What follows belongs to an exercise in optimizing a design on an open flow for small area; a production flow would make more cautious choices. Function was checked by simulation only, so behaviour that the tests miss may differ from the original. Power is estimated from default activity; no workload was simulated.

$ cat flow/run.sh
#!/bin/bash
# synth_recipe.tcl (not shown) runs the flow's synth.tcl, then flattens the netlist and writes it again
# the make line also repeats each setting of config.mk as NAME=value (left out here)
make -C /OpenROAD-flow-scripts/flow DESIGN_CONFIG=/design/flow/config.mk WORK_HOME=/design/flow/orfs CLKGATE_MAP_FILE= SYNTH_SCRIPT=/design/flow/synth_recipe.tcl finish
$ cat flow/design.v
package rvvi_trace_pkg;
   localparam int XLEN    = 32;
   localparam int ORDER_W = 64;
   localparam int GPR_NUM = 32;
   localparam int GPR_AW  = 5;
   localparam int NUM_CSR = 5;
   typedef enum logic [2:0] {
      CSR_MSTATUS,
      CSR_MIE,
      CSR_MTVEC,
      CSR_MEPC,
      CSR_MCAUSE
   } csr_idx_e;
   localparam int EXC_CAUSE_W  = 6;
   localparam int DBG_CAUSE_W  = 3;
   localparam int INTR_CAUSE_W = 11;
   localparam logic [EXC_CAUSE_W-1:0] EXC_INSTR_BUS_FAULT = 6'd24;
   localparam logic [DBG_CAUSE_W-1:0] DBG_CAUSE_EBREAK  = 3'd1;
   localparam logic [DBG_CAUSE_W-1:0] DBG_CAUSE_TRIGGER = 3'd2;
   localparam logic [INTR_CAUSE_W-1:0] NMI_LOAD_CAUSE  = 11'd1024;
   localparam logic [INTR_CAUSE_W-1:0] NMI_STORE_CAUSE = 11'd1025;
   typedef enum logic {
      FAULT_IDLE,
      FAULT_ACTIVE
   } fault_state_e;
endpackage
`timescale 1ns/10ps
module rvvi_trace_top (
   input  logic                                                        rvvi,
   input  logic                                                        rst_n_i,
   input  logic                                                        rvfi_valid_i,
   input  logic [rvvi_trace_pkg::ORDER_W-1:0]                          rvfi_order_i,
   input  logic [rvvi_trace_pkg::XLEN-1:0]                             rvfi_insn_i,
   input  logic [rvvi_trace_pkg::XLEN-1:0]                             rvfi_pc_rdata_i,
   input  logic                                                        rvfi_trap_i,
   input  logic                                                        rvfi_trap_exception_i,
   input  logic                                                        rvfi_trap_debug_i,
   input  logic [rvvi_trace_pkg::EXC_CAUSE_W-1:0]                      rvfi_exc_cause_i,
   input  logic [rvvi_trace_pkg::DBG_CAUSE_W-1:0]                      rvfi_dbg_cause_i,
   input  logic                                                        rvfi_intr_i,
   input  logic                                                        rvfi_intr_interrupt_i,
   input  logic [rvvi_trace_pkg::INTR_CAUSE_W-1:0]                     rvfi_intr_cause_i,
   input  logic                                                        rvfi_nmip_i,
   input  logic [rvvi_trace_pkg::GPR_AW-1:0]                           rvfi_rd_addr_i,
   input  logic [rvvi_trace_pkg::XLEN-1:0]                             rvfi_rd_wdata_i,
   input  logic [rvvi_trace_pkg::NUM_CSR-1:0][rvvi_trace_pkg::XLEN-1:0] csr_rdata_i,
   input  logic [rvvi_trace_pkg::NUM_CSR-1:0][rvvi_trace_pkg::XLEN-1:0] csr_wdata_i,
   input  logic [rvvi_trace_pkg::NUM_CSR-1:0][rvvi_trace_pkg::XLEN-1:0] csr_rmask_i,
   input  logic [rvvi_trace_pkg::NUM_CSR-1:0][rvvi_trace_pkg::XLEN-1:0] csr_wmask_i,
   input  logic [rvvi_trace_pkg::GPR_AW-1:0]                           gpr_raddr_i,
   output logic                                                        retire_valid_o,
   output logic [rvvi_trace_pkg::XLEN-1:0]                             retire_count_o,
   output logic [rvvi_trace_pkg::XLEN-1:0]                             insn_o,
   output logic [rvvi_trace_pkg::XLEN-1:0]                             pc_o,
   output logic                                                        trap_o,
   output logic [rvvi_trace_pkg::NUM_CSR-1:0][rvvi_trace_pkg::XLEN-1:0] csr_value_o,
   output logic [rvvi_trace_pkg::NUM_CSR-1:0]                          csr_wb_o,
   output logic [rvvi_trace_pkg::XLEN-1:0]                             gpr_rdata_o,
   output logic [rvvi_trace_pkg::GPR_NUM-1:0]                          gpr_wb_o,
   output logic                                                        nmi_o,
   output logic [rvvi_trace_pkg::INTR_CAUSE_W-1:0]                     nmi_cause_o,
   output logic                                                        ibus_fault_o
);
   localparam int XLEN = rvvi_trace_pkg::XLEN;
   localparam int NREG = rvvi_trace_pkg::GPR_NUM;
   localparam int NCSR = rvvi_trace_pkg::NUM_CSR;
   logic [rvvi_trace_pkg::ORDER_W-1:0] last_order_q;
   logic                               order_seen_q;
   logic                               retire_new;
   assign retire_new = rvfi_valid_i && (!order_seen_q || (rvfi_order_i != last_order_q));
   always_ff @(posedge rvvi) begin
      if (rvfi_valid_i) begin
         last_order_q <= rvfi_order_i;
      end
   end
   always_ff @(posedge rvvi) begin
      if (!rst_n_i) begin
         order_seen_q   <= 1'b0;
         retire_valid_o <= 1'b0;
         retire_count_o <= '0;
      end else begin
         retire_valid_o <= retire_new;
         if (rvfi_valid_i) begin
            order_seen_q <= 1'b1;
         end
         if (retire_new) begin
            retire_count_o <= retire_count_o + 1'b1;
         end
      end
   end
   always_ff @(posedge rvvi) begin
      insn_o <= rvfi_insn_i;
      pc_o   <= rvfi_pc_rdata_i;
   end
   logic trap_hit;
   logic nmi_hit;
   logic ibus_hit;
   assign trap_hit = rvfi_trap_i &&
                     (rvfi_trap_exception_i ||
                      (rvfi_trap_debug_i && ((rvfi_dbg_cause_i == rvvi_trace_pkg::DBG_CAUSE_EBREAK) ||
                                             (rvfi_dbg_cause_i == rvvi_trace_pkg::DBG_CAUSE_TRIGGER))));
   assign nmi_hit = (rvfi_intr_i && rvfi_intr_interrupt_i &&
                     ((rvfi_intr_cause_i == rvvi_trace_pkg::NMI_LOAD_CAUSE) ||
                      (rvfi_intr_cause_i == rvvi_trace_pkg::NMI_STORE_CAUSE))) ||
                    rvfi_nmip_i;
   assign ibus_hit = rvfi_trap_i && rvfi_trap_exception_i &&
                     (rvfi_exc_cause_i == rvvi_trace_pkg::EXC_INSTR_BUS_FAULT);
   always_ff @(posedge rvvi) begin
      if (!rst_n_i) begin
         trap_o       <= 1'b0;
         nmi_o        <= 1'b0;
         ibus_fault_o <= 1'b0;
         nmi_cause_o  <= '0;
      end else if (retire_new) begin
         trap_o       <= trap_hit;
         nmi_o        <= nmi_hit;
         ibus_fault_o <= ibus_hit;
         if (nmi_hit) begin
            nmi_cause_o <= rvfi_intr_cause_i;
         end
      end
   end
   for (genvar i = 0; i < NCSR; i++) begin : g_csr
      always_ff @(posedge rvvi) begin
         if (!rst_n_i) begin
            csr_value_o[i] <= '0;
            csr_wb_o[i]    <= 1'b0;
         end else begin
            csr_wb_o[i] <= retire_new && ((|csr_rmask_i[i]) || (|csr_wmask_i[i]));
            if (retire_new) begin
               csr_value_o[i] <= (csr_wdata_i[i] & csr_wmask_i[i]) |
                                 (csr_rdata_i[i] & ~csr_wmask_i[i]);
            end
         end
      end
   end
   logic [XLEN-1:0] wdata;
   logic [NREG-1:0] wsel;
   logic [XLEN-1:0] regs_q [1:NREG-1];
   assign wdata = rst_n_i ? rvfi_rd_wdata_i : '0;
   always_comb begin
      wsel = '0;
      wsel[rvfi_rd_addr_i] = retire_new;
      wsel[0] = 1'b0;
   end
   for (genvar r = 1; r < NREG; r++) begin : g_gpr
      always_ff @(posedge rvvi) begin
         if (!rst_n_i || wsel[r]) begin
            regs_q[r] <= wdata;
         end
      end
   end
   logic [rvvi_trace_pkg::GPR_AW-1:0] wb_addr_q;
   logic                              wb_valid_q;
   always_ff @(posedge rvvi) begin
      wb_addr_q  <= rvfi_rd_addr_i;
      wb_valid_q <= rst_n_i && retire_new && (rvfi_rd_addr_i != '0);
   end
   always_comb begin
      gpr_wb_o = '0;
      gpr_wb_o[wb_addr_q] = wb_valid_q;
   end
   always_comb begin
      gpr_rdata_o = '0;
      for (int r = 1; r < NREG; r++) begin
         if (gpr_raddr_i == r) begin
            gpr_rdata_o = regs_q[r];
         end
      end
   end
endmodule
$ cat flow/config.mk
export PLATFORM = sky130hd
export DESIGN_NAME = rvvi_trace_top
export DESIGN_NICKNAME = rvvi_trace_top
export VERILOG_FILES = /design/flow/design.v
export SDC_FILE = /design/flow/constraint.sdc
export NUM_CORES = 4
export LEC_CHECK = 0
export ABC_AREA = 1
export CAP_MARGIN = 20
export CORE_MARGIN = 2
export CORE_UTILIZATION = 35
export SLEW_MARGIN = 20
$ cat flow/constraint.sdc
create_clock -name core_clock -period 6.0 [get_ports {rvvi}]
set_input_delay 1.2000 -clock core_clock [delete_from_list [all_inputs] [get_ports {rvvi}]]
set_output_delay 1.2000 -clock core_clock [all_outputs]
set_load 0.01 [all_outputs]
==> results.cfg, run 1 <==
[layout]
num-fill-cells = 13585
register_area_sq_um = 37400
mostFrequentLayoutCells = 1,155 x clkdlybuf4s50_1, 1,056 x edfxtp_1, 952 x nand2_1
fin_area_sq_um = 73300
area_growth_pct = 38.7
final_common_cell = clkdlybuf4s50_1
finalNetCount = 6723
multi_input_area_sq_um = 13500
drive_gt1_share_pct = 7.86

[floorplanning]
die_x_um = 393
die_area_sq_um = 154000
io_pins = 1179
die_h_um = 393
rows = 142
coreArea_sq_um = 150000
start_util_pct = 35.2

[timing]
drv_slew = 0
fin_skew_ns = 0.0672
setup_violations = 0
relSlewSlack_pct = 24.2
period_needed_ns = 5.68
fin_crit_sh_pct = 94.7
fmax_mhz = 176
tns_ns = 0
hold_viol_final = 0
tightest_slew_ns = 1.13
hold_ws_ns = 0.460

[routing]
drtIter0Drc = 4128
postRouteAntennaNets = 0
finalWirelength_um = 246000
drt-vias-per-instance = 5.12
dr.pass1.iters = 6
wl_per_cell_um = 30.5
drc_errors = 0
vias = 41336

[clock_tree]
cts_tree = built
numCtsBuffers = 149
clk_latency_ns = 0.81
cts_sinks = 1339
clk_path_buf_depth = 3
root_buffer = clkbuf_16
htree_levels = 4
cts.clk_slew.worst_paths_ns = 0.05

[yosys]
ys_ff_latch = 1339
synth_top_area_share_pct = 60.0
synth.distinct_cells = 46
netlist.top_cell.by_area = edfxtp_1
ys_warn_count = 2
netlist_instances = 4596
ys_seq_area_share_pct = 70.7
netlist_area_sq_um = 52900
synthTopCellsByArea = edfxtp_1 60%, dfxtp_1 11%, nand2_1 6.8%
avgSynthCellArea_sq_um = 11.5
syn_nets = 5439

[global_route]
track_usage_pct = 31.1
grt_antenna_before_repair = 140
overflow = 0
grt_pass1_wl_um = 323000
grt_pass1_vias = 39372
grt_max_degree = 215

[place]
placedInstanceArea_sq_um = 67800
hpwl_um = 194000
place.gp.congestion = 0.920
io_buffers = 1178

[pwr]
power.density_nw_per_um2 = 312
ir_drop_uv = 282
power_leakage_nw = 27.2

[setup_path]
crit_path_end_kind = output port
critPathMaxFanout = 20
required_ns = 4.80
critPathKind = input pin to output port
start_kind = input pin
arrival_ns = 4.48

[flow_run]
maxCapViolCount = 0

[run_status]
status = timing/DRC/antenna clean

[hold_path]
hold_class = register to register
final timing paths:
kind,startpoint,end,slack [ns],cells after the start
worst min register to register,nmi_cause_o[0],nmi_cause_o[0],0.46,2
worst max register to register,last_order_q[10],csr_value_o[97],1.74,12
worst min-delay path,nmi_cause_o[0],nmi_cause_o[0],0.46,2
worst max-delay path,gpr_raddr_i[2],gpr_rdata_o[24],0.32,24
critical path, stage by stage:
cell,delay [ns]
buf_2,0.23
buf_4,0.19
inv_1,0.06
nor2_2,0.05
buf_4,0.15
nand2_1,0.11
nor2_2,0.06
buf_12,0.16
buf_4,0.17
nand2_1,0.06
nand4_1,0.10
nor2_1,0.12
nand4_1,0.11
nor2_1,0.12
nand4_1,0.11
nor2_1,0.16
nand4_1,0.09
nor2_1,0.15
nand4_1,0.10
nor2_1,0.11
nand4_1,0.13
nor2_1,0.13
nand4_1,0.09
clkdlybuf4s50_1,0.51
cell type report:
cell class | count | area share, %
inverter | 387 | 2.00
antenna | 48 | 0.164
multi-input combinational | 2688 | 18.5
clock inverter | 75 | 1.30
timing repair buffer | 1315 | 18.0
sequential | 1339 | 51.0
tap | 2016 | 3.44
clock buffer | 203 | 5.61
metal layers:
metal  wire length, um  up-vias  track usage, %
met3             29300      435            12.9
met4             12700       92            15.5
met1             91700    20053            37.5
li1                  -    18802               -
met5               567        -               0
met2            112000     1954            47.8
Yosys cell counts, drive strengths merged:
library cell	count
o211a	1
o221ai	1
a21oi	202
o22ai	2
nand2	953
a221oi	2
o21ai	221
a22o	2
dfxtp	283
nor4	101
nand3	69
edfxtp	1056
clkinv	4
a211o	1
a31o	1
or2	26
clkbuf	140
mux2i	143
xnor2	29
or3	1
a2111oi	1
nor3	37
nand4	323
a31oi	17
o21a	3
ha	4
o41ai	2
nor3b	7
inv	383
or4	1
buf	44
nor4b	1
nor2	509
o2111ai	7
xor2	18
o211ai	1
metrics by stage:
step	total power [mW]	util (%)	std cells	setup slack, ns
after floorplan	12.0	-	4596	0.639
after global placement	13.7	45.2	7732	-0.358
after detailed placement	13.7	45.2	7733	-0.348
after CTS	23.0	48.6	8012	0.0158
after global routing	23.6	48.8	8042	-0.00658
final	22.9	48.9	8071	0.318
flip-flops by register name, summed over array words and instances, names as in the netlist:
signal and flops:
insn_o 32, regs_q 992, nmi_o 1, last_order_q 64
csr_value_o 160, order_seen_q 1, trap_o 1, nmi_cause_o 11
retire_count_o 32, pc_o 32, wb_valid_q 1, ibus_fault_o 1
csr_wb_o 5, wb_addr_q 5, retire_valid_o 1
kinds of logic after synthesis:
kind of cell	Yosys count	share of synthesized area [%]
simple gates	2028	17.0
xor+xnor	47	0.779
compound gates	464	4.59
buf+inv	571	4.16
flops	1339	70.7
mux	143	2.71
fa+ha+maj	4	0.0947
power breakdown:
group | total [mW] | internal (mW) | switching [mW]
Sequential | 11.0 | 10.8 | 0.217
Combinational | 2.48 | 1.06 | 1.43
Clock | 9.35 | 5.41 | 3.95
timing repair:
action | 4_1_cts | 5_1_grt
resized for setup | 14 | 44
pin swaps | 1 | 8
setup buffers | 0 | 4
endpoints found under the setup margin | 32 | 30
hold buffers | 0 | 0
gates cloned | 1 | 3
==> run 2, diff against run 1 <==
==> flow/flow/run.sh (new file) <==
#!/bin/bash
# Own layout flow: the standard ORFS flow, step by step, with
#  - port buffers made of the smallest buffer (buf_1) instead of clkdlybuf4s50_1
#  - clock tree synthesis without dummy loads
# Each step's full output goes to its own log file in the work folder.
set -euo pipefail
KNOBS=(
  "BUFFER_PORTS_ARGS=-buffer_cell sky130_fd_sc_hd__buf_1"
  "CTS_ARGS=-sink_clustering_enable -repair_clock_nets -dont_use_dummy_load"
)
for step in synth floorplan place cts route finish; do
  bash standard.sh "${KNOBS[@]}" "$step" > "flow_${step}.log" 2>&1
done
test -f out/final.def
==> flow/standard.sh (new file) <==
#!/bin/bash
# synth_recipe.tcl (not shown) runs the flow's synth.tcl, then flattens the netlist and writes it again
# the make line also repeats each setting of config.mk as NAME=value (left out here)
make -C /OpenROAD-flow-scripts/flow DESIGN_CONFIG=/design/flow/config.mk WORK_HOME=/design/flow/orfs CLKGATE_MAP_FILE= SYNTH_SCRIPT=/design/flow/synth_recipe.tcl "${@:-finish}"
--- a/flow/config.mk
+++ b/flow/config.mk
@@ -10,3 +10,4 @@
 export CORE_MARGIN = 2
-export CORE_UTILIZATION = 35
+export CORE_UTILIZATION = 60
+export PLACE_DENSITY = 0.75
 export SLEW_MARGIN = 20
removed: flow/run.sh
==> results.cfg, run 2 <==
[yosys]
ys_warn_count = 2
syn_nets = 5439
synth_most_common_cell = edfxtp_1
synth.distinct_cells = 46
synth_common_cells = 1,056 x edfxtp_1, 952 x nand2_1, 502 x nor2_1, 375 x inv_1, 323 x nand4_1
synth_edf_count = 1056
ys_ff_latch = 1339
netlist_area_sq_um = 52900
netlist.top_cell.by_area = edfxtp_1
synthTopCellsByArea = edfxtp_1 60%, dfxtp_1 11%, nand2_1 6.8%
synth_top_area_share_pct = 60.0
netlist_instances = 4596
synthFlopType = edfxtp_1
avgSynthCellArea_sq_um = 11.5
async_reset_ff_share_pct = 0
ys_seq_area_share_pct = 70.7

[floorplanning]
die_x_um = 301
die_h_um = 301
start_util_pct = 60.7
rows = 108

[run_status]
stop_error = [ERROR PPL-0024] Number of IO pins (1179) exceeds maximum number of available positions (1084). Increase the die perimeter from 1203.18um to 1603.44um.
haltStage = I/O pin placement (3_2_place_iop)
status = did not finish
## run 2: cell families after synthesis
family | synth area share (%)
multiplexers | 2.71
AND/OR/NAND/NOR | 17.0
flip-flops | 70.7
XOR/XNOR | 0.779
AO/OA/AOI/OAI | 4.59
adder cells (fa/ha/maj) | 0.0947
buffers and inverters | 4.16
==> run 3, diff against run 2 <==
--- a/flow/config.mk
+++ b/flow/config.mk
@@ -10,4 +10,3 @@
 export CORE_MARGIN = 2
-export CORE_UTILIZATION = 60
-export PLACE_DENSITY = 0.75
+export CORE_UTILIZATION = 35
 export SLEW_MARGIN = 20
==> results.cfg, run 3 <==
[run_status]
status = timing/DRC/antenna clean

[routing]
vias = 41392
dr.pass1.iters = 6
finalWirelength_um = 241000
drc_errors = 0
drt-vias-per-instance = 5.23
wl_per_cell_um = 30.4
drtIter0Drc = 4235
postRouteAntennaNets = 0

[clock_tree]
cts_resized = 0
cts_tree = built
cts_hold_buf = 0
root_buffer = clkbuf_16
clk_path_buf_depth = 3
numCtsBuffers = 147
htree_levels = 4
cts_sinks = 1339
cts.clk_slew.worst_paths_ns = 0.05
cts_setup_buffers = 0
clk_latency_ns = 0.78

[timing]
tightest_slew_ns = 1.19
drv_slew = 0
rsz0062_at_grt = no
period_needed_ns = 5.57
relSlewSlack_pct = 20.3
tns_ns = 0
hold_viol_final = 0
hold_ws_ns = 0.466
setup_violations = 0
fin_crit_sh_pct = 92.8
fmax_mhz = 180
fin_skew_ns = 0.0911

[yosys]
netlist_instances = 4596
async_reset_ff_share_pct = 0
avgSynthCellArea_sq_um = 11.5
synth.distinct_cells = 46
ys_ff_latch = 1339
netlist.top_cell.by_area = edfxtp_1
synth_common_cells = 1,056 x edfxtp_1, 952 x nand2_1, 502 x nor2_1, 375 x inv_1, 323 x nand4_1
ys_warn_count = 2
synthFlopType = edfxtp_1
syn_nets = 5439
ys_seq_area_share_pct = 70.7
synth_most_common_cell = edfxtp_1
netlist_area_sq_um = 52900
synthTopCellsByArea = edfxtp_1 60%, dfxtp_1 11%, nand2_1 6.8%
synth_top_area_share_pct = 60.0
synth_edf_count = 1056

[hold_path]
hold_class = register to register
hp-start = nmi_cause_o[5]
hold-path-cell-count = 2
hold_path_end = nmi_cause_o[5]

[floorplanning]
start_util_pct = 35.2
die_h_um = 393
die_x_um = 393
coreArea_sq_um = 150000
die_area_sq_um = 154000
io_pins = 1179
rows = 142

[layout]
reg_top3 = regs_q x992, csr_value_o x160, last_order_q x64
drive_gt1_share_pct = 5.87
largest_reg_flops = 992
fin_cells = 7921
multi_input_area_sq_um = 13500
finalNetCount = 6685
final_core_util_pct = 42.7
final_common_cell = buf_1
area_growth_pct = 21.3
num-fill-cells = 14431
top_register = regs_q
mostFrequentLayoutCells = 1,176 x buf_1, 1,056 x edfxtp_1, 952 x nand2_1
register_area_sq_um = 37400

[setup_path]
required_ns = 4.80
arrival_ns = 4.37
reg2reg_to = nmi_cause_o[6]
critPathMaxFanout = 17
critPathKind = input pin to output port
crit_path_end_kind = output port
worstRegToRegCells = 12
start_kind = input pin
r2r_slack_ns = 1.71
rr_startpoint = last_order_q[11]

[pwr]
power_mw = 20.6
power_leakage_nw = 23.0
power.density_nw_per_um2 = 322
ir_drop_uv = 274

[global_route]
grt_max_degree = 216
grt_antenna_before_repair = 123
grt_pass1_wl_um = 317000
overflow = 0
grt_pass1_vias = 38739
track_usage_pct = 30.4

[place]
io_buffers = 1178
dp_cells = 7705
hpwl_um = 191000
place.gp.congestion = 1.01

[flow_run]
maxCapViolCount = 0
## run 3: cell counts after synthesis
Identical to the previous run, type by type.
## run 3: logic make-up (layout without fill, tap and decap cells)
| family | after synthesis | count (layout) | share of synthesized area (%) |
|---|---|---|---|
| xor+xnor | 47 | 47 | 0.779 |
| buf+inv | 571 | 1815 | 4.16 |
| fa+ha+maj | 4 | 4 | 0.0947 |
| flops | 1339 | 1339 | 70.7 |
| other cells | 0 | 65 | 0 |
| mux | 143 | 143 | 2.71 |
| compound gates | 464 | 464 | 4.59 |
| simple gates | 2028 | 2028 | 17.0 |
## run 3: cell type report
cell class	count	area share (%)
diodes	65	0.254
clock buffers	147	5.74
inverters	387	2.28
multi-input cells	2686	21.1
flip-flops and latches	1339	58.3
well taps	2016	3.94
repair buffers	1281	8.36
## run 3: worst max-delay path, stage by stage
cell	delay [ns]
buf_1	0.18
nand2_2	0.24
inv_1	0.42
nand4_1	0.21
nand3_1	0.09
nor2_1	0.12
nand4_1	0.09
nor2_1	0.15
nand4_1	0.10
nor2_1	0.13
nand4_1	0.10
nor2_1	0.15
nand4_1	0.10
nor2_1	0.16
nand4_1	0.12
nor2_1	0.18
nand4_1	0.13
nor2_1	0.18
nand4_1	0.12
buf_1	0.16
## run 3: how the worst max path moves through the flow
stage	start	to	slack, ns	cells after the start
after floorplan	rvfi_order_i[59]	regs_q[13][0]	0.64	15
after global placement	gpr_raddr_i[1]	gpr_rdata_o[28]	0.45	20
after detailed placement	gpr_raddr_i[1]	gpr_rdata_o[8]	0.42	21
after CTS	gpr_raddr_i[1]	gpr_rdata_o[8]	0.41	21
after global routing	gpr_raddr_i[1]	gpr_rdata_o[17]	0.03	20
final	gpr_raddr_i[1]	gpr_rdata_o[11]	0.43	20
## run 3: metal layers
metal	wire (um)	GRT usage, %	up-vias
met5	501	0	-
met4	11800	13.1	76
met3	25900	9.78	447
met2	112000	48.4	2043
met1	90700	38.0	20231
li1	-	-	18595
## run 3: power breakdown
part           switching, mW  total [mW]  internal [mW]
combinational           1.44        1.95          0.503
sequential             0.214        11.0           10.8
clock                   3.35        7.63           4.28
total                   5.01        20.6           15.6
## run 3: per-stage QoR
step | area, sq um | setup slack, ns
after CTS | 63900 | 0.411
after global placement | 60200 | 0.451
after detailed placement | 60200 | 0.418
final | 64100 | 0.432
after global routing | 64000 | 0.0302
after floorplan | 52900 | 0.639
==> run 4, diff against run 3 <==
--- a/flow/flow/run.sh
+++ b/flow/flow/run.sh
@@ -2,2 +2,5 @@
 # Own layout flow: the standard ORFS flow, step by step, with
+#  - synthesis as standard, except that ABC maps the logic with the area
+#    oriented script in flow/abc_area.script (registers are mapped before
+#    ABC runs, so they come out as in the standard synthesis)
 #  - port buffers made of the smallest buffer (buf_1) instead of clkdlybuf4s50_1
@@ -6,3 +9,10 @@
 set -euo pipefail
+W=$(pwd)
+sed "s#log_cmd abc {\*}\$abc_args#log_cmd abc {*}[lreplace \$abc_args 0 1 -script $W/flow/abc_area.script]#" \
+  "$FLOW_HOME/scripts/synth.tcl" > "$W/own_synth.tcl"
+grep -q "abc_area.script\]" "$W/own_synth.tcl"
+sed "s#\$::env(SCRIPTS_DIR)/synth.tcl#$W/own_synth.tcl#" "$W/synth_recipe.tcl" > "$W/own_synth_recipe.tcl"
+grep -q "own_synth.tcl" "$W/own_synth_recipe.tcl"
 KNOBS=(
+  "SYNTH_SCRIPT=$W/own_synth_recipe.tcl"
   "BUFFER_PORTS_ARGS=-buffer_cell sky130_fd_sc_hd__buf_1"
==> flow/flow/abc_area.script (new file) <==
strash
&get -n
&fraig -x
&put
scorr
dc2
dretime
strash
&get -n
&dch -f
&nf
&put
==> results.cfg, run 4 <==
[timing]
fin_crit_sh_pct = 90.4
hold_ws_ns = 0.455
rsz0062_at_grt = no
fin_skew_ns = 0.0821
tightest_slew_ns = 1.23
hold_viol_final = 0
fmax_mhz = 184
tns_ns = 0
period_needed_ns = 5.42
setup_violations = 0
drv_slew = 0
relSlewSlack_pct = 15.9

[layout]
fin_area_sq_um = 61000
final_common_cell = buf_1
reg_top3 = regs_q x992, csr_value_o x160, last_order_q x64
finalNetCount = 5320
area_growth_pct = 25.3
drive_gt1_share_pct = 8.07
mostFrequentLayoutCells = 1,176 x buf_1, 1,056 x edfxtp_1, 283 x dfxtp_1
fin_cells = 6352
largest_reg_flops = 992
top_register = regs_q

[floorplanning]
start_util_pct = 35.3
die_area_sq_um = 142000
die_x_um = 377
die_h_um = 377
rows = 136
io_pins = 1179
coreArea_sq_um = 138000

[yosys]
synth_common_cells = 1,056 x edfxtp_1, 283 x dfxtp_1, 273 x nor2_1, 206 x a222oi_1, 164 x a211oi_1
synth.mux.area_fraction_pct = 3.29
ys_seq_area_share_pct = 76.7
synthFlopType = edfxtp_1
netlist_area_sq_um = 48700
synth_compound_area_share_pct = 11.1
synth_most_common_cell = edfxtp_1
synth_xor_xnor_area_share_pct = 0.809
netlist.top_cell.by_area = edfxtp_1
synth_top_area_share_pct = 65.1
async_reset_ff_share_pct = 0
netlist_instances = 3000
synth-simple-area-share_pct = 7.62
ys_warn_count = 2
synth.distinct_cells = 51
synth_top_family_by_area = compound AO/OA/AOI/OAI gates
synth_edf_count = 1056
ys_ff_latch = 1339
synthTopCellsByArea = edfxtp_1 65%, dfxtp_1 12%, a222oi_1 4.2%
avgSynthCellArea_sq_um = 16.2
syn_nets = 3843
synthAdderAreaFrac_pct = 0.103

[global_route]
grt_pass1_wl_um = 344000
overflow = 0
grt_pass1_vias = 35305
track_usage_pct = 37.2
grt_max_degree = 182
grt_antenna_before_repair = 181

[setup_path]
required_ns = 4.80
start_kind = input pin
arrival_ns = 4.22
critPathMaxFanout = 23
worstRegToRegCells = 14
r2r_slack_ns = 1.19
crit_path_end_kind = output port
reg2reg_to = retire_count_o[30]
critPathKind = input pin to output port
rr_startpoint = last_order_q[29]

[pwr]
switchingPower_mw = 5.00
combinationalPowerShare_pct = 9.1
seqPwrFrac_pct = 53.9
internal_power_mw = 15.6
power_leakage_nw = 20.4
power_mw = 20.6
ir_drop_uv = 248
power.density_nw_per_um2 = 337
clock_power_share_pct = 37.0
netSwitchingFraction_pct = 24.3

[clock_tree]
cts_tree = built
cts_sinks = 1339
htree_levels = 4
cts.clk_slew.worst_paths_ns = 0.05
clk_path_buf_depth = 3
cts_resized = 0
cts_setup_buffers = 0
cts_hold_buf = 0
numCtsBuffers = 145
root_buffer = clkbuf_16
clk_latency_ns = 0.78

[place]
io_buffers = 1178
dp_cells = 6124
place.gp.congestion = 1.02
hpwl_um = 204000
placedInstanceArea_sq_um = 57200

[hold_path]
hold-path-cell-count = 2
hp-start = nmi_o
hold_class = register to register
hold_path_end = nmi_o

[routing]
drtIter0Drc = 7357
vias = 39032
dr.pass1.iters = 13
drc_errors = 0
finalWirelength_um = 273000
drt-vias-per-instance = 6.14
wl_per_cell_um = 42.9
postRouteAntennaNets = 0

[run_status]
status = timing/DRC/antenna clean

[flow_run]
maxCapViolCount = 0
run 4: how the worst max path moves through the flow:
stage,start,to,slack [ns],cells past startpoint
CTS,gpr_raddr_i[1],gpr_rdata_o[1],0.69,10
finish,gpr_raddr_i[1],gpr_rdata_o[15],0.58,10
detailed placement,rvfi_order_i[29],retire_count_o[30],0.52,14
global route,gpr_raddr_i[1],gpr_rdata_o[1],0.45,10
floorplan,rvfi_order_i[1],regs_q[1][0],-0.84,7
global placement,rvfi_order_i[33],retire_count_o[30],0.55,15
run 4: kinds of logic after synthesis:
group                      Yosys count
adders and majority gates            4
AOI/OAI and AO/OA                  666
DFF                               1339
muxes                              160
xor gates and xnor gates            45
buffers and inverters               41
and+or+nand+nor                    745
run 4: through the flow:
| step | setup WS (ns) | util (%) |
|---|---|---|
| finish | 0.577 | 44.3 |
| global route | 0.448 | 44.2 |
| CTS | 0.686 | 44.1 |
| detailed placement | 0.518 | 41.5 |
| global placement | 0.551 | 41.5 |
| floorplan | -0.836 | - |
run 4: worst max-delay path, cell delays in order:
cell and delay, ns:
buf_1 0.56, or3b_1 0.37, nor2_2 0.21, buf_12 0.24
a222oi_1 0.38, nand2_1 0.09, a221oi_1 0.24, nand4_1 0.11
or3_1 0.57, buf_1 0.21
run 4: power groups by stage:
stage          combinational, mW  sequential [mW]  clock, mW
6_report                    1.87             11.1       7.60
5_1_grt                     1.92             11.1       7.98
4_1_cts                     1.84             11.1       7.65
3_5_place_dp                1.83             11.3          0
3_3_place_gp                1.82             11.2          0
2_1_floorplan              0.625             11.3          0
run 4: final cells by class:
| type | count | area [sq um] |
|---|---|---|
| repair buffers | 1330 | 5780 |
| clock buffers | 145 | 3630 |
| fillers | 12697 | 76800 |
| diodes | 83 | 208 |
| well taps | 1794 | 2240 |
| multi-input cells | 1620 | 11600 |
| flip-flops and latches | 1339 | 37400 |
| inverters | 41 | 161 |
run 4: metal layers:
metal	GRT usage (%)	vias to the layer above	part of all wire, %
li1	-	15632	-
met2	59.4	3141	47
met5	1.10	-	0.26
met3	16.1	637	14
met1	42.8	19540	34
met4	17.5	82	5.3
==> run 5, diff against run 4 <==
--- a/flow/flow/run.sh
+++ b/flow/flow/run.sh
@@ -6,3 +6,3 @@
 #  - port buffers made of the smallest buffer (buf_1) instead of clkdlybuf4s50_1
-#  - clock tree synthesis without dummy loads
+#  - clock tree synthesis without dummy loads, with clkbuf_4 and clkbuf_8 only
 # Each step's full output goes to its own log file in the work folder.
@@ -18,3 +18,3 @@
   "BUFFER_PORTS_ARGS=-buffer_cell sky130_fd_sc_hd__buf_1"
-  "CTS_ARGS=-sink_clustering_enable -repair_clock_nets -dont_use_dummy_load"
+  "CTS_ARGS=-sink_clustering_enable -repair_clock_nets -dont_use_dummy_load -buf_list {sky130_fd_sc_hd__clkbuf_4 sky130_fd_sc_hd__clkbuf_8}"
 )
--- a/flow/config.mk
+++ b/flow/config.mk
@@ -8,5 +8,5 @@
 export ABC_AREA = 1
-export CAP_MARGIN = 20
+export CAP_MARGIN = 10
 export CORE_MARGIN = 2
 export CORE_UTILIZATION = 35
-export SLEW_MARGIN = 20
+export SLEW_MARGIN = 10
==> results.cfg, run 5 <==
[place]
pre_cts_slack_ns = 0.533
placedInstanceArea_sq_um = 57200
dp_cells = 6125
io_buffers = 1178
place.gp.congestion = 1.02
hpwl_um = 204000

[routing]
drtIter0Drc = 7252
dr.pass1.iters = 12
drc_errors = 0
wl_per_cell_um = 42.8
postRouteAntennaNets = 0
finalWirelength_um = 274000
vias = 39183
drt-vias-per-instance = 6.12

[setup_path]
endpoint = gpr_rdata_o[15]
crit_path_start = gpr_raddr_i[1]
critPathKind = input pin to output port
rr_startpoint = last_order_q[29]
arrival_ns = 4.19
required_ns = 4.80
r2r_slack_ns = 1.10
crit_path_end_kind = output port
start_kind = input pin
reg2reg_to = retire_count_o[30]
worstRegToRegCells = 14
critPathMaxFanout = 23

[layout]
top_register = regs_q
fin_area_sq_um = 60300
largest_reg_flops = 992
mostFrequentLayoutCells = 1,176 x buf_1, 1,056 x edfxtp_1, 283 x dfxtp_1
num-fill-cells = 12826
multi_input_area_sq_um = 11600
register_area_sq_um = 37400
area_growth_pct = 23.9
final_common_cell = buf_1
drive_gt1_share_pct = 9.52
finalNetCount = 5393
final_core_util_pct = 43.8
fin_cells = 6403
reg_top3 = regs_q x992, csr_value_o x160, last_order_q x64

[floorplanning]
die_h_um = 377
die_area_sq_um = 142000
start_util_pct = 35.3
die_x_um = 377
rows = 136
coreArea_sq_um = 138000
io_pins = 1179

[global_route]
grt_pass1_wl_um = 345000
grt_pass1_vias = 35621
track_usage_pct = 37.3
grt_max_degree = 182
grt_antenna_before_repair = 187
overflow = 0

[pwr]
combinationalPowerShare_pct = 9.7
internal_power_mw = 14.5
power_leakage_nw = 20.1
netSwitchingFraction_pct = 25.5
seqPwrFrac_pct = 57.1
switchingPower_mw = 4.94
clock_power_share_pct = 33.3
ir_drop_uv = 184
power_mw = 19.4
power.density_nw_per_um2 = 322

[run_status]
status = timing/DRC/antenna clean

[timing]
fin_skew_ns = 0.152
hold_viol_final = 0
tightest_slew_ns = 1.27
relSlewSlack_pct = 13.2
tns_ns = 0
setup_violations = 0
hold_ws_ns = 0.352
fin_crit_sh_pct = 89.8
period_needed_ns = 5.39
worst_slack_ns = 0.613
rsz0062_at_grt = no
fmax_mhz = 186
drv_slew = 0

[clock_tree]
cts_hold_buf = 0
cts_sinks = 1339
numCtsBuffers = 216
clk_latency_ns = 0.93
cts_resized = 0
root_buffer = clkbuf_8
cts_setup_buffers = 0
cts.clk_slew.worst_paths_ns = 0.06
clk_path_buf_depth = 3
htree_levels = 4
cts_tree = built

[yosys]
syn_nets = 3843
avgSynthCellArea_sq_um = 16.2
netlist_area_sq_um = 48700
synth_common_cells = 1,056 x edfxtp_1, 283 x dfxtp_1, 273 x nor2_1, 206 x a222oi_1, 164 x a211oi_1
synth_edf_count = 1056
synth_top_area_share_pct = 65.1
synthTopCellsByArea = edfxtp_1 65%, dfxtp_1 12%, a222oi_1 4.2%
async_reset_ff_share_pct = 0
netlist_instances = 3000
ys_seq_area_share_pct = 76.7
synth.distinct_cells = 51
synth_most_common_cell = edfxtp_1
netlist.top_cell.by_area = edfxtp_1
synthFlopType = edfxtp_1
ys_ff_latch = 1339
ys_warn_count = 2

[flow_run]
maxCapViolCount = 0

[hold_path]
hold_class = input pin to register
## run 5: cell counts after synthesis
No cell type changed its count.
## run 5: cells by family after synthesis
group | count (synthesis) | synth area share, %
flip-flops | 1339 | 76.7
AND/OR/NAND/NOR | 745 | 7.62
AO/OA/AOI/OAI | 666 | 11.1
multiplexers | 160 | 3.29
XOR/XNOR | 45 | 0.809
buffers and inverters | 41 | 0.316
adder cells (fa/ha/maj) | 4 | 0.103
## run 5: cell type report
class                      count  area share [%]
inverter                      41           0.267
sequential                  1339            61.9
timing repair buffer        1332            9.62
multi-input combinational   1620            19.3
antenna                       61           0.253
tap                         1794            3.72
clock buffer                 216            4.93
## run 5: metal layers
metal  GRT usage (%)  up-vias  wire (um)
li1                -    15698          -
met4            17.1      104      13300
met5               0        -        639
met3            15.2      622      38400
met1            43.5    19485      92100
met2            59.9     3274     130000
## run 5: worst min-delay path by stage
stage                       start  slack [ns]  depth (start not counted)                  to
2_1_floorplan        order_seen_q        0.44                          2        order_seen_q
3_3_place_gp   retire_count_o[31]        0.45                          1  retire_count_o[31]
3_5_place_dp   retire_count_o[31]        0.45                          1  retire_count_o[31]
4_1_cts        rvfi_pc_rdata_i[1]        0.29                          1             pc_o[1]
5_1_grt        rvfi_pc_rdata_i[1]        0.32                          1             pc_o[1]
6_report       rvfi_pc_rdata_i[1]        0.35                          1             pc_o[1]
## run 5: power by group through the flow
| stage | clock network, mW | registers (mW) | logic [mW] |
|---|---|---|---|
| floorplan | 0 | 11.3 | 0.625 |
| global placement | 0 | 11.2 | 1.82 |
| detailed placement | 0 | 11.3 | 1.83 |
| CTS | 6.49 | 11.1 | 1.84 |
| global route | 6.84 | 11.1 | 1.92 |
| finish | 6.46 | 11.1 | 1.88 |
## run 5: critical path, stage by stage
cell      delay (ns)
buf_1           0.53
or3b_1          0.37
nor2_2          0.20
buf_12          0.24
a222oi_1        0.38
nand2_1         0.09
a221oi_1        0.23
nand4_1         0.11
or3_1           0.57
buf_1           0.20
==> run 6, diff against run 5 <==
--- a/flow/flow/run.sh
+++ b/flow/flow/run.sh
@@ -6,3 +6,4 @@
 #  - port buffers made of the smallest buffer (buf_1) instead of clkdlybuf4s50_1
-#  - clock tree synthesis without dummy loads, with clkbuf_4 and clkbuf_8 only
+#  - clock tree synthesis without dummy loads, with clkbuf_8 only,
+#    in clusters of up to 16 sinks within 60 um
 # Each step's full output goes to its own log file in the work folder.
@@ -18,3 +19,3 @@
   "BUFFER_PORTS_ARGS=-buffer_cell sky130_fd_sc_hd__buf_1"
-  "CTS_ARGS=-sink_clustering_enable -repair_clock_nets -dont_use_dummy_load -buf_list {sky130_fd_sc_hd__clkbuf_4 sky130_fd_sc_hd__clkbuf_8}"
+  "CTS_ARGS=-sink_clustering_enable -repair_clock_nets -dont_use_dummy_load -sink_clustering_size 16 -sink_clustering_max_diameter 60 -buf_list {sky130_fd_sc_hd__clkbuf_8}"
 )
==> results.cfg, run 6 <==
[floorplanning]
io_pins = 1179
die_area_sq_um = 142000
die_x_um = 377
coreArea_sq_um = 138000
rows = 136
start_util_pct = 35.3
die_h_um = 377

[layout]
num-fill-cells = 12965
final_common_cell = buf_1
fin_cells = 6320
reg_top3 = regs_q x992, csr_value_o x160, last_order_q x64
multi_input_area_sq_um = 11600
mostFrequentLayoutCells = 1,176 x buf_1, 1,056 x edfxtp_1, 283 x dfxtp_1
register_area_sq_um = 37400
top_register = regs_q
drive_gt1_share_pct = 7.47
fin_area_sq_um = 59000
area_growth_pct = 21.1
finalNetCount = 5292
largest_reg_flops = 992
final_core_util_pct = 42.8

[setup_path]
arrival_ns = 4.22
crit_path_end_kind = output port
start_kind = input pin
critPathMaxFanout = 14
critPathKind = input pin to output port
required_ns = 4.80

[clock_tree]
clk_latency_ns = 0.88
htree_levels = 3
numCtsBuffers = 115
cts_tree = built
cts_hold_buf = 0
cts_setup_buffers = 0
root_buffer = clkbuf_8
cts.clk_slew.worst_paths_ns = 0.09
cts_resized = 0
clk_path_buf_depth = 3
cts_sinks = 1339

[timing]
hold_ws_ns = 0.411
drv_slew = 0
fin_skew_ns = 0.148
fmax_mhz = 184
relSlewSlack_pct = 20.6
setup_violations = 0
rsz0062_at_grt = no
period_needed_ns = 5.42
tightest_slew_ns = 1.18
tns_ns = 0
hold_viol_final = 0
fin_crit_sh_pct = 90.3
worst_slack_ns = 0.580

[run_status]
status = timing/DRC/antenna clean

[pwr]
power.density_nw_per_um2 = 298
combinationalPowerShare_pct = 10.6
power_leakage_nw = 19.4
seqPwrFrac_pct = 62.9
clock_power_share_pct = 26.5
internal_power_mw = 13.0
power_mw = 17.6
netSwitchingFraction_pct = 26.1
switchingPower_mw = 4.59
ir_drop_uv = 190

[flow_run]
maxCapViolCount = 0

[routing]
postRouteAntennaNets = 0
drt-vias-per-instance = 6.09
finalWirelength_um = 272000
drtIter0Drc = 7077
vias = 38473
dr.pass1.iters = 10
drc_errors = 0
wl_per_cell_um = 43.0

[global_route]
track_usage_pct = 37.0
grt_max_degree = 182
grt_pass1_wl_um = 342000
grt_pass1_vias = 34863
grt_antenna_before_repair = 188
overflow = 0

[place]
placedInstanceArea_sq_um = 57200
pre_cts_slack_ns = 0.533
place.gp.congestion = 1.02
hpwl_um = 204000
dp_cells = 6125
io_buffers = 1178

[yosys]
async_reset_ff_share_pct = 0
synth_common_cells = 1,056 x edfxtp_1, 283 x dfxtp_1, 273 x nor2_1, 206 x a222oi_1, 164 x a211oi_1
netlist_instances = 3000
synthTopCellsByArea = edfxtp_1 65%, dfxtp_1 12%, a222oi_1 4.2%
synth_most_common_cell = edfxtp_1
netlist.top_cell.by_area = edfxtp_1
syn_nets = 3843
ys_ff_latch = 1339
synth.distinct_cells = 51
avgSynthCellArea_sq_um = 16.2
netlist_area_sq_um = 48700
synth_edf_count = 1056
synth_top_area_share_pct = 65.1
ys_seq_area_share_pct = 76.7
ys_warn_count = 2
synthFlopType = edfxtp_1

[hold_path]
hold_class = input pin to register
-- run 6: cell counts after synthesis --
Identical to the previous run, type by type.
-- run 6: per-layer routing --
metal / up-vias / GRT usage [%] / wire length (um)
li1: 15500 / - / -
met3: 573 / 14.8 / 38900
met5: - / 1.51 / 578
met2: 3185 / 58.6 / 127000
met4: 94 / 18.7 / 15200
met1: 19121 / 43.2 / 90800
-- run 6: critical path, stage by stage --
cell	delay (ns)
buf_1	0.54
or3b_1	0.37
nor2_2	0.06
buf_4	0.26
a222oi_1	0.38
nand3_1	0.11
a2111oi_0	0.71
buf_4	0.26
nand3_1	0.14
buf_1	0.17
-- run 6: power groups by stage --
stage          clock network [mW]  registers (mW)  logic [mW]
2_1_floorplan                   0            11.3       0.625
3_3_place_gp                    0            11.2        1.82
3_5_place_dp                    0            11.3        1.83
4_1_cts                      4.69            11.0        1.84
5_1_grt                      4.98            11.1        1.92
6_report                     4.67            11.1        1.87
-- run 6: layout make-up --
type                       count  area share (%)
clock buffer                 115            2.68
timing repair buffer        1332            9.84
antenna                       79           0.335
sequential                  1339            63.4
inverter                      41           0.274
tap                         1794            3.80
multi-input combinational   1620            19.7
-- run 6: cell families (layout without fill, tap and decap cells) --
| family | after synthesis | after routing | synth area share (%) |
|---|---|---|---|
| adders and majority gates | 4 | 4 | 0.103 |
| DFF | 1339 | 1339 | 76.7 |
| muxes | 160 | 160 | 3.29 |
| xor gates and xnor gates | 45 | 45 | 0.809 |
| other | 0 | 79 | 0 |
| AOI/OAI and AO/OA | 666 | 666 | 11.1 |
| and+or+nand+nor | 745 | 745 | 7.62 |
| buffers and inverters | 41 | 1488 | 0.316 |
-- run 6: worst paths after layout --
path	slack, ns	start	depth (start not counted)	to
setup / recovery	0.58	gpr_raddr_i[1]	10	gpr_rdata_o[1]
hold / removal	0.41	rvfi_insn_i[12]	1	insn_o[12]
setup reg to reg	1.22	last_order_q[29]	14	retire_count_o[30]
hold reg to reg	0.47	retire_count_o[31]	1	retire_count_o[31]
==> run 7, diff against run 6 <==
--- a/flow/flow/run.sh
+++ b/flow/flow/run.sh
@@ -6,4 +6,6 @@
 #  - port buffers made of the smallest buffer (buf_1) instead of clkdlybuf4s50_1
-#  - clock tree synthesis without dummy loads, with clkbuf_8 only,
-#    in clusters of up to 16 sinks within 60 um
+#  - clock tree synthesis without dummy loads, with clkbuf_4 and clkbuf_8 only,
+#    in clusters of up to 20 sinks within 60 um
+#  - pins one routing track apart instead of two, so that the die can be
+#    smaller than the pin count would otherwise allow
 # Each step's full output goes to its own log file in the work folder.
@@ -18,4 +20,5 @@
   "SYNTH_SCRIPT=$W/own_synth_recipe.tcl"
+  "PLACE_PINS_ARGS=-min_distance 1 -min_distance_in_tracks"
   "BUFFER_PORTS_ARGS=-buffer_cell sky130_fd_sc_hd__buf_1"
-  "CTS_ARGS=-sink_clustering_enable -repair_clock_nets -dont_use_dummy_load -sink_clustering_size 16 -sink_clustering_max_diameter 60 -buf_list {sky130_fd_sc_hd__clkbuf_8}"
+  "CTS_ARGS=-sink_clustering_enable -repair_clock_nets -dont_use_dummy_load -sink_clustering_size 20 -sink_clustering_max_diameter 60 -buf_list {sky130_fd_sc_hd__clkbuf_4 sky130_fd_sc_hd__clkbuf_8}"
 )
--- a/flow/config.mk
+++ b/flow/config.mk
@@ -7,6 +7,5 @@
 export LEC_CHECK = 0
-export ABC_AREA = 1
 export CAP_MARGIN = 10
 export CORE_MARGIN = 2
-export CORE_UTILIZATION = 35
+export CORE_UTILIZATION = 55
 export SLEW_MARGIN = 10
==> results.cfg, run 7 <==
[yosys]
syn_nets = 3843
avgSynthCellArea_sq_um = 16.2
netlist_instances = 3000
ys_ff_latch = 1339
netlist_area_sq_um = 48700
ys_warn_count = 2
netlist.top_cell.by_area = edfxtp_1
synth.distinct_cells = 51
ys_seq_area_share_pct = 76.7
synth_edf_count = 1056
synthFlopType = edfxtp_1
synth_common_cells = 1,056 x edfxtp_1, 283 x dfxtp_1, 273 x nor2_1, 206 x a222oi_1, 164 x a211oi_1
synthTopCellsByArea = edfxtp_1 65%, dfxtp_1 12%, a222oi_1 4.2%
async_reset_ff_share_pct = 0
synth_most_common_cell = edfxtp_1
synth_top_area_share_pct = 65.1

[clock_tree]
htree_levels = 3
cts_sinks = 1339
cts_resized = 0
numCtsBuffers = 97
root_buffer = clkbuf_8
cts_hold_buf = 0
cts_setup_buffers = 0
clk_path_buf_depth = 3

[global_route]
grt_pass1_vias = 36712
overflow = 1
grt_max_degree = 114
grt_pass1_wl_um = 272000
track_usage_pct = 43.4

[place]
io_buffers = 1178
place.gp.congestion = 1.07
pre_cts_slack_ns = 0.483
hpwl_um = 138000

[run_status]
stop_error = [ERROR GRT-0116] Global routing finished with congestion. Check the congestion regions in the DRC Viewer.
status = did not finish
haltStage = global routing (5_1_grt)

[floorplanning]
io_pins = 1179
die_h_um = 302
rows = 109
die_x_um = 302
start_util_pct = 55.3
[run 7: cell counts after synthesis]
Identical to the previous run, type by type.
[run 7: power by group through the flow]
stage / clock [mW] / sequential [mW] / combinational [mW]
2_1_floorplan: 0 / 11.3 / 0.625
3_3_place_gp: 0 / 11.3 / 1.59
3_5_place_dp: 0 / 11.3 / 1.61
4_1_cts: 4.17 / 11.1 / 1.61
[run 7: metrics by stage]
step / std cells / utilization [%] / total power [mW] / instance area [sq um] / hold slack (ns)
3_5_place_dp: 5478 / 63.9 / 12.9 / 56300 / 0.447
3_3_place_gp: 5478 / 63.9 / 12.8 / 56300 / 0.436
2_1_floorplan: 3000 / - / 11.9 / 48700 / 0.438
4_1_cts: 5575 / 65.4 / 16.8 / 57600 / 0.437
[run 7: kinds of logic after synthesis]
| group | count (synthesis) | share of synthesized area (%) |
|---|---|---|
| multiplexers | 160 | 3.29 |
| buffers and inverters | 41 | 0.316 |
| flip-flops | 1339 | 76.7 |
| AND/OR/NAND/NOR | 745 | 7.62 |
| AO/OA/AOI/OAI | 666 | 11.1 |
| adder cells (fa/ha/maj) | 4 | 0.103 |
| XOR/XNOR | 45 | 0.809 |
[run 7: worst max-delay path by stage]
stage                endpoint  cells after the start
2_1_floorplan    regs_q[1][0]                      7
3_3_place_gp   gpr_rdata_o[1]                     11
3_5_place_dp   gpr_rdata_o[1]                     11
4_1_cts        gpr_rdata_o[1]                     11
[run 7: routing by layer]
metal,GRT usage (%),overflow
met5,1.90,0
met4,29.2,0
met3,17.8,0
met2,64.9,1
met1,51.6,0

-- what the ideal ports hide --
The results above use ideal ports. As a check the final layouts listed here were re-extracted and re-timed, cells and wires unchanged. Step 1 assumes that a clkbuf_16 drives the clock port and a buf_2 every other input. Step 2 also shifts input and output timing later by t, the mid clock arrival at the registers, as if the neighbouring blocks saw the same clock. a / b / c = no drivers / after step 1 / after step 2; a / b = the first two.
run | shift t [ns] | setup WS [ns] | worst register clock-pin slew, ns | pins driven straight from the clock port
run 1 | 0.865 | 0.318 / 0.296 / 0.296 | 0.06 / 0.06 | 1
run 3 | 0.807 | 0.432 / 0.408 / 0.408 | 0.07 / 0.07 | 1
run 4 | 0.807 | 0.577 / 0.532 / 0.297 | 0.06 / 0.06 | 1
run 5 | 0.935 | 0.613 / 0.559 / 0.214 | 0.07 / 0.07 | 1
run 6 | 0.881 | 0.580 / 0.526 / 0.385 | 0.11 / 0.11 | 1
After both steps every run listed still meets setup and hold. For run 5, which loses most, drivers alone change the setup slack by -0.054 ns; drivers and shift together by -0.399 ns.
